Background: an optimization exercise with open tools, aiming at small area. Do not read the settings as production practice.
Function not checked in this run: the RTL went through the layout flow alone.

### flow/constraint.sdc
create_clock -name core_clock -period 10.0 [get_ports {sys_clk}]
set_input_delay 2.0000 -clock core_clock [delete_from_list [all_inputs] [get_ports {sys_clk}]]
set_output_delay 2.0000 -clock core_clock [all_outputs]
set_load 0.01 [all_outputs]
### flow/config.mk
export PLATFORM = sky130hd
export DESIGN_NAME = spec_top
export DESIGN_NICKNAME = spec_top
export VERILOG_FILES = /design/flow/design.v
export SDC_FILE = /design/flow/constraint.sdc
export NUM_CORES = 4
export LEC_CHECK = 0
export CAP_MARGIN = 20
export CORE_MARGIN = 2
export CORE_UTILIZATION = 40
export SLEW_MARGIN = 20
### flow/design.v
package fft_stream_pkg;
	typedef struct packed {
		logic                      valid;
		logic                      sop;    
		logic                      eop;    
		logic [10-1:0] addr;   
	} sink_frame_t;
	typedef struct packed {
		logic                             valid;
		logic                             sop;   
		logic                             eop;
		logic signed [10-1:0] re;
		logic signed [10-1:0] im;
	} spec_bin_t;
endpackage
package spectrum_pkg;
	typedef struct packed {
		logic                      valid;
		logic [10-1:0] bin;
		logic [20-1:0]  power;
		logic                      last;   
	} power_sample_t;
	typedef struct packed {
		logic [10-1:0] bin;
		logic [20-1:0]  power;
	} peak_t;
	typedef struct packed {
		peak_t a;
		peak_t b;
	} tone_pair_t;
	typedef struct packed {
		logic [10-1:0] bin;
		logic [20-1:0]  power;
		logic [10-1:0]    amp;
	} tone_t;
	typedef struct packed {
		tone_t a;
		tone_t b;
	} tone_report_t;
endpackage
module frame_sequencer (
	input  logic                        sys_clk,
	input  logic                        sys_rst,
	input  logic                        adc_flag,
	output fft_stream_pkg::sink_frame_t frame
);
	localparam int ADDR_W = 10;
	localparam logic [ADDR_W-1:0] LAST_ADDR = ADDR_W'(1024 - 1);
	localparam logic [ADDR_W-1:0] PRE_LAST_ADDR = ADDR_W'(1024 - 2);
	typedef enum logic {
		S_IDLE,
		S_RUN
	} state_t;
	state_t state;
	always_ff @(posedge sys_clk or negedge sys_rst)
	begin
		if (!sys_rst)
		begin
			state <= S_IDLE;
			frame <= '0;
		end
		else
		begin
			case (state)
				S_IDLE:
				begin
					if (adc_flag)  
					begin
						state       <= S_RUN;
						frame.valid <= 1'b1;
						frame.sop   <= 1'b1;
						frame.eop   <= 1'b0;
						frame.addr  <= '0;
					end
				end
				S_RUN:
				begin
					frame.sop <= 1'b0;
					if (frame.addr == LAST_ADDR)
					begin
						state       <= S_IDLE;  
						frame.valid <= 1'b0;
						frame.eop   <= 1'b0;
						frame.addr  <= '0;
					end
					else
					begin
						frame.addr <= frame.addr + 1'b1;
						frame.eop  <= (frame.addr == PRE_LAST_ADDR);  
					end
				end
				default:
				begin
					state <= S_IDLE;
					frame <= '0;
				end
			endcase
		end
	end
endmodule
module bin_power (
	input  logic                          sys_clk,
	input  logic                          sys_rst,
	input  fft_stream_pkg::spec_bin_t     spec,
	output spectrum_pkg::power_sample_t   sample
);
	localparam int BIN_W = 10;
	localparam int POW_W = 20;
	localparam logic [BIN_W-1:0] LAST_BIN = BIN_W'(511);
	logic [BIN_W-1:0]        bin_cnt;    
	logic [BIN_W-1:0]        bin_cur;
	logic signed [2*BIN_W-1:0] re_sq;
	logic signed [2*BIN_W-1:0] im_sq;
	logic [POW_W-1:0]        power_cur;
	logic                    valid_q;
	logic [BIN_W-1:0]        bin_q;
	logic [POW_W-1:0]        power_q;
	logic                    last_q;
	assign bin_cur = spec.sop ? '0 : bin_cnt;  
	assign re_sq     = spec.re * spec.re;
	assign im_sq     = spec.im * spec.im;
	assign power_cur = POW_W'($unsigned(re_sq)) + POW_W'($unsigned(im_sq));
	always_ff @(posedge sys_clk or negedge sys_rst)
	begin
		if (!sys_rst)
		begin
			bin_cnt <= '0;
			valid_q <= 1'b0;
		end
		else
		begin
			valid_q <= spec.valid;
			if (spec.valid)
				bin_cnt <= bin_cur + 1'b1;
		end
	end
	always_ff @(posedge sys_clk)
	begin
		if (spec.valid)
		begin
			bin_q   <= bin_cur;
			power_q <= power_cur;
			last_q  <= (bin_cur == LAST_BIN);
		end
	end
	assign sample = {valid_q, bin_q, power_q, last_q};
endmodule
module peak_pair_tracker (
	input  logic                        sys_clk,
	input  logic                        sys_rst,
	input  spectrum_pkg::power_sample_t sample,
	output spectrum_pkg::tone_pair_t    pair,
	output logic                        pair_valid
);
	localparam int BIN_W = 10;
	localparam logic [BIN_W-1:0] FIRST_BIN = BIN_W'(1);
	localparam logic [BIN_W-1:0] LAST_BIN = BIN_W'(511);
	spectrum_pkg::peak_t best;
	spectrum_pkg::peak_t second;
	spectrum_pkg::peak_t best_nxt;
	spectrum_pkg::peak_t second_nxt;
	spectrum_pkg::peak_t cand;
	logic                in_range;
	logic                range_end;
	assign in_range  = sample.valid && (sample.bin >= FIRST_BIN) && (sample.bin <= LAST_BIN);
	assign range_end = in_range && sample.last;
	assign cand      = {sample.bin, sample.power};
	always_comb
	begin
		best_nxt   = best;
		second_nxt = second;
		if (sample.bin == FIRST_BIN)
		begin
			best_nxt   = cand;  
			second_nxt = '0;
		end
		else if (cand.power > best.power)
		begin
			second_nxt = best;
			best_nxt   = cand;
		end
		else if (cand.power > second.power)
		begin
			second_nxt = cand;
		end
	end
	always_ff @(posedge sys_clk)
	begin
		if (in_range)
		begin
			best   <= best_nxt;
			second <= second_nxt;
		end
		if (range_end)
		begin
			if (best_nxt.bin < second_nxt.bin)  
				pair <= {best_nxt, second_nxt};
			else
				pair <= {second_nxt, best_nxt};
		end
	end
	always_ff @(posedge sys_clk or negedge sys_rst)
	begin
		if (!sys_rst)
			pair_valid <= 1'b0;
		else
			pair_valid <= range_end;  
	end
endmodule
module isqrt (
	input  logic                     sys_clk,
	input  logic                     sys_rst,
	input  logic                     start,
	input  logic [20-1:0] radicand,
	output logic [10-1:0]   root,
	output logic                     done
);
	localparam int STEPS = 10;
	localparam int STEP_W = $clog2(STEPS);
	localparam logic [STEP_W-1:0] LAST_STEP = STEP_W'(STEPS - 1);
	logic [20-1:0] rad_q;      
	logic [10+1:0]   rem_q;      
	logic [10+3:0]   rem_shift;
	logic [10+3:0]   trial;
	logic [10+3:0]   rem_diff;
	logic [STEP_W-1:0]        step_q;
	logic                     busy_q;
	assign rem_shift = {rem_q, rad_q[20-1 -: 2]};
	assign trial     = {2'b00, root, 2'b01};  
	assign rem_diff  = rem_shift - trial;
	always_ff @(posedge sys_clk or negedge sys_rst)
	begin
		if (!sys_rst)
		begin
			busy_q <= 1'b0;
			step_q <= '0;
			done   <= 1'b0;
		end
		else
		begin
			done <= busy_q && (step_q == LAST_STEP);
			if (start)
			begin
				busy_q <= 1'b1;
				step_q <= '0;
			end
			else if (busy_q)
			begin
				step_q <= step_q + 1'b1;
				if (step_q == LAST_STEP)
					busy_q <= 1'b0;
			end
		end
	end
	always_ff @(posedge sys_clk)
	begin
		if (start)
		begin
			rad_q <= radicand;
			rem_q <= '0;
			root  <= '0;
		end
		else if (busy_q)
		begin
			rad_q <= rad_q << 2;
			if (rem_shift >= trial)  
			begin
				rem_q <= rem_diff[10+1:0];
				root  <= {root[10-2:0], 1'b1};
			end
			else
			begin
				rem_q <= rem_shift[10+1:0];
				root  <= {root[10-2:0], 1'b0};
			end
		end
	end
endmodule
module peak_reporter (
	input  logic                       sys_clk,
	input  logic                       sys_rst,
	input  spectrum_pkg::tone_pair_t   pair,
	input  logic                       pair_valid,
	output spectrum_pkg::tone_report_t report,
	output logic                       update_flag
);
	spectrum_pkg::tone_pair_t pair_q;  
	logic [10-1:0]   root_a;
	logic [10-1:0]   root_b;
	logic                     done_a;
	logic                     done_b;
	logic                     roots_done;
	isqrt i_isqrt_a (
		.sys_clk  (sys_clk),
		.sys_rst  (sys_rst),
		.start    (pair_valid),
		.radicand (pair.a.power),
		.root     (root_a),
		.done     (done_a)
	);
	isqrt i_isqrt_b (
		.sys_clk  (sys_clk),
		.sys_rst  (sys_rst),
		.start    (pair_valid),
		.radicand (pair.b.power),
		.root     (root_b),
		.done     (done_b)
	);
	assign roots_done = done_a && done_b;  
	always_ff @(posedge sys_clk)
	begin
		if (pair_valid)
			pair_q <= pair;
	end
	always_ff @(posedge sys_clk or negedge sys_rst)
	begin
		if (!sys_rst)
		begin
			report      <= '0;
			update_flag <= 1'b0;
		end
		else
		begin
			update_flag <= roots_done;
			if (roots_done)
			begin
				report.a <= {pair_q.a.bin, pair_q.a.power, root_a};
				report.b <= {pair_q.b.bin, pair_q.b.power, root_b};
			end
		end
	end
endmodule
module spec_top (
	input  logic                             sys_clk,
	input  logic                             sys_rst,
	input  logic                             adc_flag,
	input  logic                             spec_valid,
	input  logic                             spec_sop,
	input  logic                             spec_eop,
	input  logic signed [10-1:0] spec_re,
	input  logic signed [10-1:0] spec_im,
	output logic [10-1:0]        sample_addr,
	output logic                             sink_valid,
	output logic                             sink_sop,
	output logic                             sink_eop,
	output logic                             power_valid,
	output logic [10-1:0]        power_bin,
	output logic [20-1:0]         power,
	output logic                             update_flag,
	output logic [10-1:0]        bin_a,
	output logic [10-1:0]        bin_b,
	output logic [20-1:0]         power_a,
	output logic [20-1:0]         power_b,
	output logic [10-1:0]           amp_a,
	output logic [10-1:0]           amp_b
);
	fft_stream_pkg::sink_frame_t  frame;
	fft_stream_pkg::spec_bin_t    spec;
	spectrum_pkg::power_sample_t  sample;
	spectrum_pkg::tone_pair_t     pair;
	logic                         pair_valid;
	spectrum_pkg::tone_report_t   report;
	assign spec = {spec_valid, spec_sop, spec_eop, spec_re, spec_im};
	frame_sequencer i_frame_sequencer (
		.sys_clk  (sys_clk),
		.sys_rst  (sys_rst),
		.adc_flag (adc_flag),
		.frame    (frame)
	);
	bin_power i_bin_power (
		.sys_clk (sys_clk),
		.sys_rst (sys_rst),
		.spec    (spec),
		.sample  (sample)
	);
	peak_pair_tracker i_peak_pair_tracker (
		.sys_clk    (sys_clk),
		.sys_rst    (sys_rst),
		.sample     (sample),
		.pair       (pair),
		.pair_valid (pair_valid)
	);
	peak_reporter i_peak_reporter (
		.sys_clk     (sys_clk),
		.sys_rst     (sys_rst),
		.pair        (pair),
		.pair_valid  (pair_valid),
		.report      (report),
		.update_flag (update_flag)
	);
	assign sample_addr = frame.addr;
	assign sink_valid  = frame.valid;
	assign sink_sop    = frame.sop;
	assign sink_eop    = frame.eop;
	assign power_valid = sample.valid;  
	assign power_bin   = sample.bin;
	assign power       = sample.power;
	assign bin_a   = report.a.bin;
	assign bin_b   = report.b.bin;
	assign power_a = report.a.power;
	assign power_b = report.b.power;
	assign amp_a   = report.a.amp;
	assign amp_b   = report.b.amp;
endmodule
### flow/run.sh
#!/bin/bash
# synth_recipe.tcl (not shown) runs the flow's synth.tcl, then flattens the netlist and writes it again
# the make line also repeats each setting of config.mk as NAME=value (left out here)
make -C /OpenROAD-flow-scripts/flow DESIGN_CONFIG=/design/flow/config.mk WORK_HOME=/design/flow/orfs CLKGATE_MAP_FILE= SYNTH_SCRIPT=/design/flow/synth_recipe.tcl finish
==> results.txt <==
status finished clean; Clock Sinks 414; Final period util 85.41%; #FFs+latches synth 414; simple-gate area share of the yosys netlist 8.511%; ys flop type edfxtp_1; WP data arrival 8820 ps; Yosys warning count 5; Final Skew 19.99 ps; placed insts 3178; CTS Buf Count 42; Setup crit end kind flip-flop; critical setup path kind input port to flip-flop; 1st-iter DRT viols 836; largest net degree at the start of global routing 79; most used routing layer met2; Fmax 117.1 MHz; non-filler cells in the finished layout 3256; fillers 5816; Hold-fix buffers, CTS 0; minimum hold slack 422.2 ps; RSZ-0062 raised after global routing false; Slew HR 34.72%; Core Util, Final 46.10%; Crit. Startpoint spec_im[0]; CTS root buf clkbuf_16; Die ar. 66470 µm²; CTS clk-pin slew, worst paths 60 ps; Nets 2736; adder and majority cell fraction of the synthesized area 22.36%; Core Area 64120 µm²; main combinational cell family by area after synthesis adder cells; fraction of synthesized area in multiplexers 9.205%; Avg Inst Size Synth 11.53 µm²; M3 GR Usage 2.935%; Required @ worst endpoint 10280 ps; Final setup viols 0; storage element area 11400 µm²; proportion of layout cells with a drive suffix above 1 8.330%; Top Ports 151; cell area after synthesis 25770 µm²; Post-synth ARST share 28.74%; M2 GR Usage 27.83%; row count 93; initial antenna violation count 0; post-synthesis xor/xnor area fraction 2.005%; reg2reg start i_bin_power.power_q[7]; reg2reg path depth 15; Setup crit end i_bin_power.power_q[17]; setup_tns 0 ps; Setup Buffers After CTS 0; commonest non-fill, non-tap cell in the layout inv_1; Worst R2R End i_peak_pair_tracker.pair[29]; Skew-Pair Late Insertion Delay 540 ps; htree depth 2; Port Buffers 149; drt wl/cell 16.37 µm; Die Ht 257.8 µm; Slew Viols, Final 0; number of synthesized flops with an enable pin 251; register area share after synthesis 44.22%; Final Hold Fails 0; vias in the first global route 16850; HPWL after detailed placement 39.94 mm; GRT Overall Usage 16.29%; Setup crit start kind input port; syn nets 2605; CTS resizes 0; total gr overflow 0; RD Place Congestion 0.8517; Die W 257.8 µm; area of the multi-input gates 12570 µm²; R2R Setup Slk 4460 ps; Synth cell types 65; Starting Density 40.19%; CTS max path bufs 3; drt via density 4.939; drt total wl 53.29 mm; Slew @ Worst Pin 979.2 ps; first-pass GRT wire length 88.31 mm; Syn-to-layout area delta 14.69%; DRT Pass-1 Iters 5; met1 Use GR 21.25%; ANT cells 0; DRT antenna net count 0; compound-cell area share of the yosys netlist 6.579%; hold crit path type flip-flop to flip-flop; DRC Markers 0; max_cap viols 0; CTS tree done; hold path start i_peak_pair_tracker.pair[21]; crit path max fanout 14; most frequent cells in the layout inv_1 (401), edfxtp_1 (251), fa_1 (196); routed vias 16080; Final min period 8541 ps; Mapped Cells 2236
-- Yosys cell counts (12+ instances only) --
library cell / count / area share (%)
a31o_2: 12 / 0.41
dfrtp_1: 119 / 12
buf_1: 13 / 0.19
nand2_1: 138 / 2.0
inv_1: 401 / 5.8
o21a_1: 13 / 0.38
dfxtp_1: 44 / 3.4
nand4_1: 18 / 0.44
xnor2_1: 48 / 1.6
clkbuf_1: 56 / 0.82
nor3_1: 22 / 0.43
nor2b_1: 25 / 0.61
and3_1: 32 / 0.78
o221ai_1: 21 / 0.71
a211oi_1: 30 / 0.87
fa_1: 196 / 15
a21oi_1: 36 / 0.70
nor2_1: 114 / 1.7
mux2i_1: 120 / 4.7
and2_1: 49 / 1.2
o21ai_0: 85 / 1.7
nand3_1: 25 / 0.49
edfxtp_1: 251 / 29
ha_1: 147 / 7.1
mux2_2: 100 / 4.4
-- layer usage --
layer	wire length, µm	vias to the layer above
met5	0	-
met4	1275	0
met3	2714	73
met2	25470	325
met1	23820	7912
li1	-	7772
-- kinds of logic after synthesis --
group | Yosys count
mux | 224
compound gates | 256
buf+inv | 483
xor+xnor | 59
fa+ha+maj | 343
simple gates | 457
flops | 414
-- cell type report --
type                       instances  area share [%]
multi-input combinational       1339           42.52
sequential                       414           38.57
timing repair buffer             168           5.503
inverter                         402           5.105
clock buffer                      56           3.950
tap                              855           3.620
clock inverter                    22          0.7366
-- critical path, cell delays in order --
cell,delay [ps]
clkdlybuf4s50_1,450
buf_4,210
and2_1,370
inv_1,260
fa_1,510
fa_1,540
inv_1,50
fa_1,520
fa_1,450
fa_1,520
fa_1,550
inv_1,60
fa_1,530
inv_1,40
ha_1,320
o21ai_0,130
o31ai_1,410
nor4_1,90
nor3_1,310
a41oi_1,190
nor2b_1,170
xnor2_1,120
-- through the flow --
stage / cell area, µm² / setup WS [ps]
global placement: 28170 / 956.5
detailed placement: 28170 / 912.6
CTS: 29560 / 1478
floorplan: 25770 / 2007
global route: 29560 / 1107
finish: 29560 / 1459
-- how the worst min path moves through the flow --
stage                                 end  cells after the start
5_1_grt        i_peak_reporter.pair_q[51]                      0
2_1_floorplan  i_peak_reporter.pair_q[20]                      0
6_report       i_peak_reporter.pair_q[21]                      0
3_3_place_gp   i_peak_reporter.pair_q[56]                      0
3_5_place_dp   i_peak_reporter.pair_q[57]                      0
4_1_cts        i_peak_reporter.pair_q[21]                      0
-- flip-flops by register name, indices dropped and copies added, names as in the netlist, 13 cells and up --
register and flops:
i_peak_reporter.report 80, i_peak_pair_tracker.pair 60, i_peak_reporter.pair_q 60, i_peak_pair_tracker.best 30, i_peak_pair_tracker.second 30, i_bin_power.power_q 20
i_peak_reporter.i_isqrt_a.rad_q 20, i_peak_reporter.i_isqrt_b.rad_q 20, i_frame_sequencer.frame 13

-- afterwards: timing with drivers on the ports --
The flow's constraints put no driver on any port. The routed layout listed below was extracted and timed again, unchanged, in two steps.
Step 1 (the two cells are an assumption about what drives the block):
set clk [get_ports {sys_clk}]
set_driving_cell -lib_cell sky130_fd_sc_hd__clkbuf_16 $clk
set_driving_cell -lib_cell sky130_fd_sc_hd__buf_2 [delete_from_list [all_inputs] $clk]
Step 2, shift: input delay + t, output delay - t, t = (earliest + latest rising clock arrival at the registers) / 2. This alone moves slack from input paths to output paths.
Slacks: ideal / step 1 / step 2; pairs: ideal / step 1.
t, ns: 0.587
setup WS [ns]: 1.459 / 1.494 / 0.906
worst setup path at the end: input to register
latest minus earliest clock arrival (ns): 0.025 / 0.025
cell pins on the clock port's net: 1
After both steps this run still meets setup and hold. The setup slack of this run moves by +0.035 ns with the drivers and by -0.553 ns with both steps.
